Source: an optimization exercise on an open RTL-to-GDS flow (aim: a short achievable clock period). Production flows keep margins and buffers that such runs may drop. The RTL was checked by simulation tests, not by an equivalence proof against the original design. The clock port is modelled as an ideal driver; clocking choices that lean on that would not hold on a real chip. Power figures rest on the tool's default switching activity, not on a simulated workload.

== the baseline ==
## mem_stage
module mem_stage #(
    parameter int DEPTH  = 256,
    parameter int ADDR_W = 8
) (
    input  logic        clk,
    input  logic        rst,
    input  logic [37:0] pipeline_reg_in,
    input  logic        stall,
    output logic [36:0] pipeline_reg_out,
    output logic [2:0]  mem_op_dest,
    output logic        mem_wb_en,
    output logic [15:0] store_count,
    output logic        mem_addr_err
);
    logic [15:0]       alu_result_s;
    logic              mem_write_en_s;
    logic [15:0]       mem_write_data_s;
    logic              wb_result_mux_s;
    logic [ADDR_W-1:0] addr_s;
    logic [15:0]       half_s [2];
    logic              oob_s;
    logic              store_en_s;
    logic              fwd_s;
    logic [15:0] mem_r [DEPTH];
    logic [20:0] out_r;      
    logic [15:0] half_n_r [2];  
    logic [15:0] count_r;
    logic              wbuf_valid_r;
    logic [ADDR_W-1:0] wbuf_addr_r;
    logic [15:0]       wbuf_data_r;
    assign alu_result_s     = pipeline_reg_in[37:22];
    assign mem_write_en_s   = pipeline_reg_in[21];
    assign mem_write_data_s = pipeline_reg_in[20:5];
    assign wb_result_mux_s  = pipeline_reg_in[0];
    assign addr_s           = alu_result_s[ADDR_W-1:0];
    assign fwd_s            = wbuf_valid_r && (wbuf_addr_r == addr_s);
    assign mem_op_dest = pipeline_reg_in[3:1];
    assign mem_wb_en   = pipeline_reg_in[4];
    always_comb begin
        oob_s = 1'b0;
        oob_s = ((alu_result_s >> ADDR_W) != 16'd0) && (mem_write_en_s || wb_result_mux_s) && !stall;
        store_en_s = mem_write_en_s && !stall && !rst && !oob_s;
    end
    always_comb begin
        for (int h = 0; h < 2; h++) begin
  ...
clock: 6.0 ns
lec_check: 0
abc_clock_period_in_ps: 2500
cap_margin: 20
core_margin: 2
core_utilization: 40
place_density: 0.7
slew_margin: 20
standard.sh (not shown) runs the stock make flow with config.mk's settings and CLKGATE_MAP_FILE= SYNTH_SCRIPT=/design/flow/synth_recipe.tcl, a recipe that flattens the netlist after the stock synthesis.
==> flow/flow/run.sh <==
#!/bin/bash
set -euo pipefail
M=${MARGIN:-3.3}
F="MATCH_CELL_FOOTPRINT=0"
export EXTRA_MARGINS="2.9 3.1 3.3"
export EXTRA_MARGINS_GRT="3.0 3.2 3.4"
bash standard.sh synth > synth.log 2>&1
bash standard.sh $F SETUP_SLACK_MARGIN=0 floorplan > floorplan.log 2>&1
bash standard.sh $F SETUP_SLACK_MARGIN=0 place > place.log 2>&1
bash standard.sh $F "POST_CTS_TCL=$PWD/flow/post_cts.tcl" SETUP_SLACK_MARGIN=$M TNS_END_PERCENT=5 cts > cts.log 2>&1
bash standard.sh $F "POST_GLOBAL_ROUTE_TCL=$PWD/flow/post_grt.tcl" SETUP_SLACK_MARGIN=$M TNS_END_PERCENT=5 route > route.log 2>&1
bash standard.sh $F SETUP_SLACK_MARGIN=$M finish > finish.log 2>&1
==> flow/flow/post_cts.tcl <==
# Extra setup repair after CTS (sourced by ORFS's cts.tcl through POST_CTS_TCL).
# The port buffers that buffer_ports inserts are delay-cell sized; give them a
# plain buffer first, then repair setup in rounds of rising margin so that each
# round works on the paths that are worst at that point.
foreach inst [get_cells -quiet {input* output*}] {
  set ref [get_property $inst ref_name]
  if {[string match "sky130_fd_sc_hd__clkdlybuf*" $ref] || [string match "sky130_fd_sc_hd__dlymetal*" $ref]
      || [string match "sky130_fd_sc_hd__dlygate*" $ref] || [string match "sky130_fd_sc_hd__buf_1" $ref]} {
    replace_cell $inst sky130_fd_sc_hd__buf_8
  }
}
estimate_parasitics -placement
report_worst_slack -max
foreach m $::env(EXTRA_MARGINS) {
  repair_timing -setup -setup_margin $m -repair_tns 100 -max_passes 200 -verbose
  report_worst_slack -max
}
set result [catch { detailed_placement } msg]
if { $result != 0 } {
  error "Detailed placement failed after extra repair: $msg"
}
check_placement -verbose
estimate_parasitics -placement
report_worst_slack -max
==> flow/flow/post_grt.tcl <==
# Extra setup repair after global routing (sourced by ORFS's global_route.tcl
# through POST_GLOBAL_ROUTE_TCL), on global-route parasitics and over every
# violating endpoint, in rounds of rising margin; then legalize and reroute the
# nets that changed.
estimate_parasitics -global_routing
report_worst_slack -max
foreach m $::env(EXTRA_MARGINS_GRT) {
  repair_timing -setup -setup_margin $m -repair_tns 100 -max_passes 200 -verbose
  report_worst_slack -max
}
global_route -start_incremental
detailed_placement
global_route -end_incremental
estimate_parasitics -global_routing
report_worst_slack -max
The baseline finished every step from synthesis to the final layout, and the layout passed the timing, design-rule and antenna checks.
> inputs changed (the baseline -> the candidate)
- a deleted PLACE_DENSITY that had been 0.7
diff --git a/flow/flow/run.sh b/flow/flow/run.sh
--- a/flow/flow/run.sh
+++ b/flow/flow/run.sh
@@ -5,4 +5,5 @@
 export EXTRA_MARGINS="2.9 3.1 3.3"
 export EXTRA_MARGINS_GRT="3.0 3.2 3.4"
+export RC_SCALE=1.3
 bash standard.sh synth > synth.log 2>&1
 bash standard.sh $F SETUP_SLACK_MARGIN=0 floorplan > floorplan.log 2>&1
==> flow/flow/pessimistic_rc.tcl (new file) <==
# Per-layer wire RC for the extra repair rounds: the platform's values
# (platforms/sky130hd/setRC.tcl) scaled up by RC_SCALE, so that repair leaves
# headroom on wire-heavy paths for what detailed routing adds.
set s $::env(RC_SCALE)
foreach {layer c r} {li1 1.499e-04 7.176e-02 met1 1.72375E-04 8.929e-04 met2 1.36233E-04 8.929e-04
                     met3 2.14962E-04 1.567e-04 met4 1.48128E-04 1.567e-04 met5 1.54087E-04 1.781e-05} {
  set_layer_rc -layer $layer -capacitance [expr {$c * $s}] -resistance [expr {$r * $s}]
}
set_wire_rc -signal -layer met1
set_wire_rc -clock -layer met3
diff --git a/flow/flow/post_cts.tcl b/flow/flow/post_cts.tcl
--- a/flow/flow/post_cts.tcl
+++ b/flow/flow/post_cts.tcl
@@ -10,4 +10,5 @@
   }
 }
+source [file join [file dirname [info script]] pessimistic_rc.tcl]
 estimate_parasitics -placement
 report_worst_slack -max
diff --git a/flow/flow/post_grt.tcl b/flow/flow/post_grt.tcl
--- a/flow/flow/post_grt.tcl
+++ b/flow/flow/post_grt.tcl
@@ -3,4 +3,5 @@
 # violating endpoint, in rounds of rising margin; then legalize and reroute the
 # nets that changed.
+source [file join [file dirname [info script]] pessimistic_rc.tcl]
 estimate_parasitics -global_routing
 report_worst_slack -max
==> run summary <==
Compared with the baseline, the candidate shows a fmax that is 1.2% higher. Looking only at slack of the critical path, and setting everything else aside, the higher value of the baseline and the candidate goes to the candidate. In the flow results for the baseline and the candidate, the wire length is smaller on the baseline. The baseline → the candidate: filler cell count in the final layout +about 2.7%; final critical-path share of the clock period dropped 0.61 points; worst hold slack -0.020 ns.


The RTL this note starts from:
==> flow/design.v <==
module mem_stage #(
    parameter int DEPTH  = 256,
    parameter int ADDR_W = 8
) (
    input  logic        clk,
    input  logic        rst,
    input  logic [37:0] pipeline_reg_in,
    input  logic        stall,
    output logic [36:0] pipeline_reg_out,
    output logic [2:0]  mem_op_dest,
    output logic        mem_wb_en,
    output logic [15:0] store_count,
    output logic        mem_addr_err
);
    logic [15:0]       alu_result_s;
    logic              mem_write_en_s;
    logic [15:0]       mem_write_data_s;
    logic              wb_result_mux_s;
    logic [ADDR_W-1:0] addr_s;
    logic [15:0]       half_s [2];
    logic              oob_s;
    logic              store_en_s;
    logic              fwd_s;
    logic [15:0] mem_r [DEPTH];
    logic [20:0] out_r;      
    logic [15:0] half_r [2];  
    logic [15:0] load_data_r;
    assign load_data_r = half_r[0] | half_r[1];
    logic [15:0] count_r;
    logic              wbuf_valid_r;
    logic [ADDR_W-1:0] wbuf_addr_r;
    logic [15:0]       wbuf_data_r;
    assign alu_result_s     = pipeline_reg_in[37:22];
    assign mem_write_en_s   = pipeline_reg_in[21];
    assign mem_write_data_s = pipeline_reg_in[20:5];
    assign wb_result_mux_s  = pipeline_reg_in[0];
    assign addr_s           = alu_result_s[ADDR_W-1:0];
    assign fwd_s            = wbuf_valid_r && (wbuf_addr_r == addr_s);
    assign mem_op_dest = pipeline_reg_in[3:1];
    assign mem_wb_en   = pipeline_reg_in[4];
    always_comb begin
        oob_s = 1'b0;
        oob_s = ((alu_result_s >> ADDR_W) != 16'd0) && (mem_write_en_s || wb_result_mux_s) && !stall;
        store_en_s = mem_write_en_s && !stall && !rst && !oob_s;
    end
    always_comb begin
        for (int h = 0; h < 2; h++) begin
            half_s[h] = 16'h0000;
            if (!oob_s && addr_s[ADDR_W-1] == 1'(h)) begin
                half_s[h] = fwd_s ? wbuf_data_r : mem_r[{1'(h), addr_s[ADDR_W-2:0]}];
            end
        end
    end
    always_ff @(posedge clk) begin
        wbuf_valid_r <= store_en_s;
        wbuf_addr_r  <= addr_s;
        wbuf_data_r  <= mem_write_data_s;
        if (wbuf_valid_r) begin
            mem_r[wbuf_addr_r] <= wbuf_data_r;
        end
    end
    always_ff @(posedge clk) begin
        if (rst) begin
            half_r[0] <= 16'd0;
            half_r[1] <= 16'd0;
            out_r     <= 21'd0;
            count_r   <= 16'd0;
        end else if (stall) begin
            half_r[0] <= load_data_r;
            half_r[1] <= 16'd0;
        end else begin
            half_r[0] <= half_s[0];
            half_r[1] <= half_s[1];
            out_r     <= {alu_result_s, pipeline_reg_in[4:0]};
            if (store_en_s) begin
                count_r <= count_r + 16'd1;
            end
        end
    end
    logic err_r;
    always_ff @(posedge clk) begin
        if (rst) begin
            err_r <= 1'b0;
        end else if (oob_s) begin
            err_r <= 1'b1;
        end
    end
    assign mem_addr_err = err_r;
    assign pipeline_reg_out = {load_data_r, out_r};
    assign store_count      = count_r;
endmodule
clock: 6.0 ns
lec_check: 0
abc_clock_period_in_ps: 2500
cap_margin: 20
core_margin: 2
core_utilization: 40
slew_margin: 20
==> flow/flow/run.sh <==
#!/bin/bash
set -euo pipefail
M=${MARGIN:-3.3}
F="MATCH_CELL_FOOTPRINT=0"
export EXTRA_MARGINS="2.9 3.1 3.3"
export EXTRA_MARGINS_GRT="3.0 3.2 3.4"
bash standard.sh synth > synth.log 2>&1
bash standard.sh $F SETUP_SLACK_MARGIN=0 floorplan > floorplan.log 2>&1
bash standard.sh $F SETUP_SLACK_MARGIN=0 place > place.log 2>&1
bash standard.sh $F "POST_CTS_TCL=$PWD/flow/post_cts.tcl" SETUP_SLACK_MARGIN=$M TNS_END_PERCENT=5 cts > cts.log 2>&1
bash standard.sh $F "POST_GLOBAL_ROUTE_TCL=$PWD/flow/post_grt.tcl" SETUP_SLACK_MARGIN=$M TNS_END_PERCENT=5 route > route.log 2>&1
bash standard.sh $F SETUP_SLACK_MARGIN=$M finish > finish.log 2>&1
==> flow/flow/post_cts.tcl <==
# Extra setup repair after CTS (sourced by ORFS's cts.tcl through POST_CTS_TCL).
# The port buffers that buffer_ports inserts are delay-cell sized; give them a
# plain buffer first, then repair setup in rounds of rising margin so that each
# round works on the paths that are worst at that point.
foreach inst [get_cells -quiet {input* output*}] {
  set ref [get_property $inst ref_name]
  if {[string match "sky130_fd_sc_hd__clkdlybuf*" $ref] || [string match "sky130_fd_sc_hd__dlymetal*" $ref]
      || [string match "sky130_fd_sc_hd__dlygate*" $ref] || [string match "sky130_fd_sc_hd__buf_1" $ref]} {
    replace_cell $inst sky130_fd_sc_hd__buf_8
  }
}
estimate_parasitics -placement
report_worst_slack -max
foreach m $::env(EXTRA_MARGINS) {
  repair_timing -setup -setup_margin $m -repair_tns 100 -max_passes 200 -verbose
  report_worst_slack -max
}
set result [catch { detailed_placement } msg]
if { $result != 0 } {
  error "Detailed placement failed after extra repair: $msg"
}
check_placement -verbose
estimate_parasitics -placement
report_worst_slack -max
==> flow/flow/post_grt.tcl <==
# Extra setup repair after global routing (sourced by ORFS's global_route.tcl
# through POST_GLOBAL_ROUTE_TCL), on global-route parasitics and over every
# violating endpoint, in rounds of rising margin; then legalize and reroute the
# nets that changed.
estimate_parasitics -global_routing
report_worst_slack -max
foreach m $::env(EXTRA_MARGINS_GRT) {
  repair_timing -setup -setup_margin $m -repair_tns 100 -max_passes 200 -verbose
  report_worst_slack -max
}
global_route -start_incremental
detailed_placement
global_route -end_incremental
estimate_parasitics -global_routing
report_worst_slack -max
The baseline produced a clean layout.
Then changed:
Settings changed: CORE_UTILIZATION 40 to 50, PLACE_DENSITY set to 0.65.
Effect: The changed run finished with timing, DRC and antenna clean. Die area falls by about a fifth. Via count rises slightly. Total power stays flat. Hold slack gets worse by 5.2 ps.

static timing again, ports no longer ideal:
The results above use ideal ports. As a check the final layouts listed here were re-extracted and re-timed, cells and wires unchanged. Step 1: set_driving_cell puts a clkbuf_16 on clk and a buf_2 on each other input, an assumption about the parent block. Step 2 also shifts input and output timing later by t, the mid clock arrival at the registers, as if the neighbouring blocks saw the same clock. Slacks: ideal / step 1 / step 2; pairs: ideal / step 1.
run | shift t [ns] | slack for setup (ns) | worst register clock-pin slew, ns | cell pins on the clock port's net
the baseline | 1.045 | 2.974 / 2.487 / 1.442 | 0.07 / 0.07 | 1
the candidate | 1.069 | 3.011 / 2.570 / 1.501 | 0.07 / 0.07 | 1
the first run of note 2 | 1.039 | 2.953 / 2.755 / 1.716 | 0.07 / 0.07 | 1
the second run of note 2 | 1.050 | 3.006 / 2.807 / 1.756 | 0.07 / 0.07 | 1
After both steps every run listed still meets setup and hold. For the baseline, which loses most, drivers alone change the setup slack by -0.487 ns; drivers and shift together by -1.532 ns.
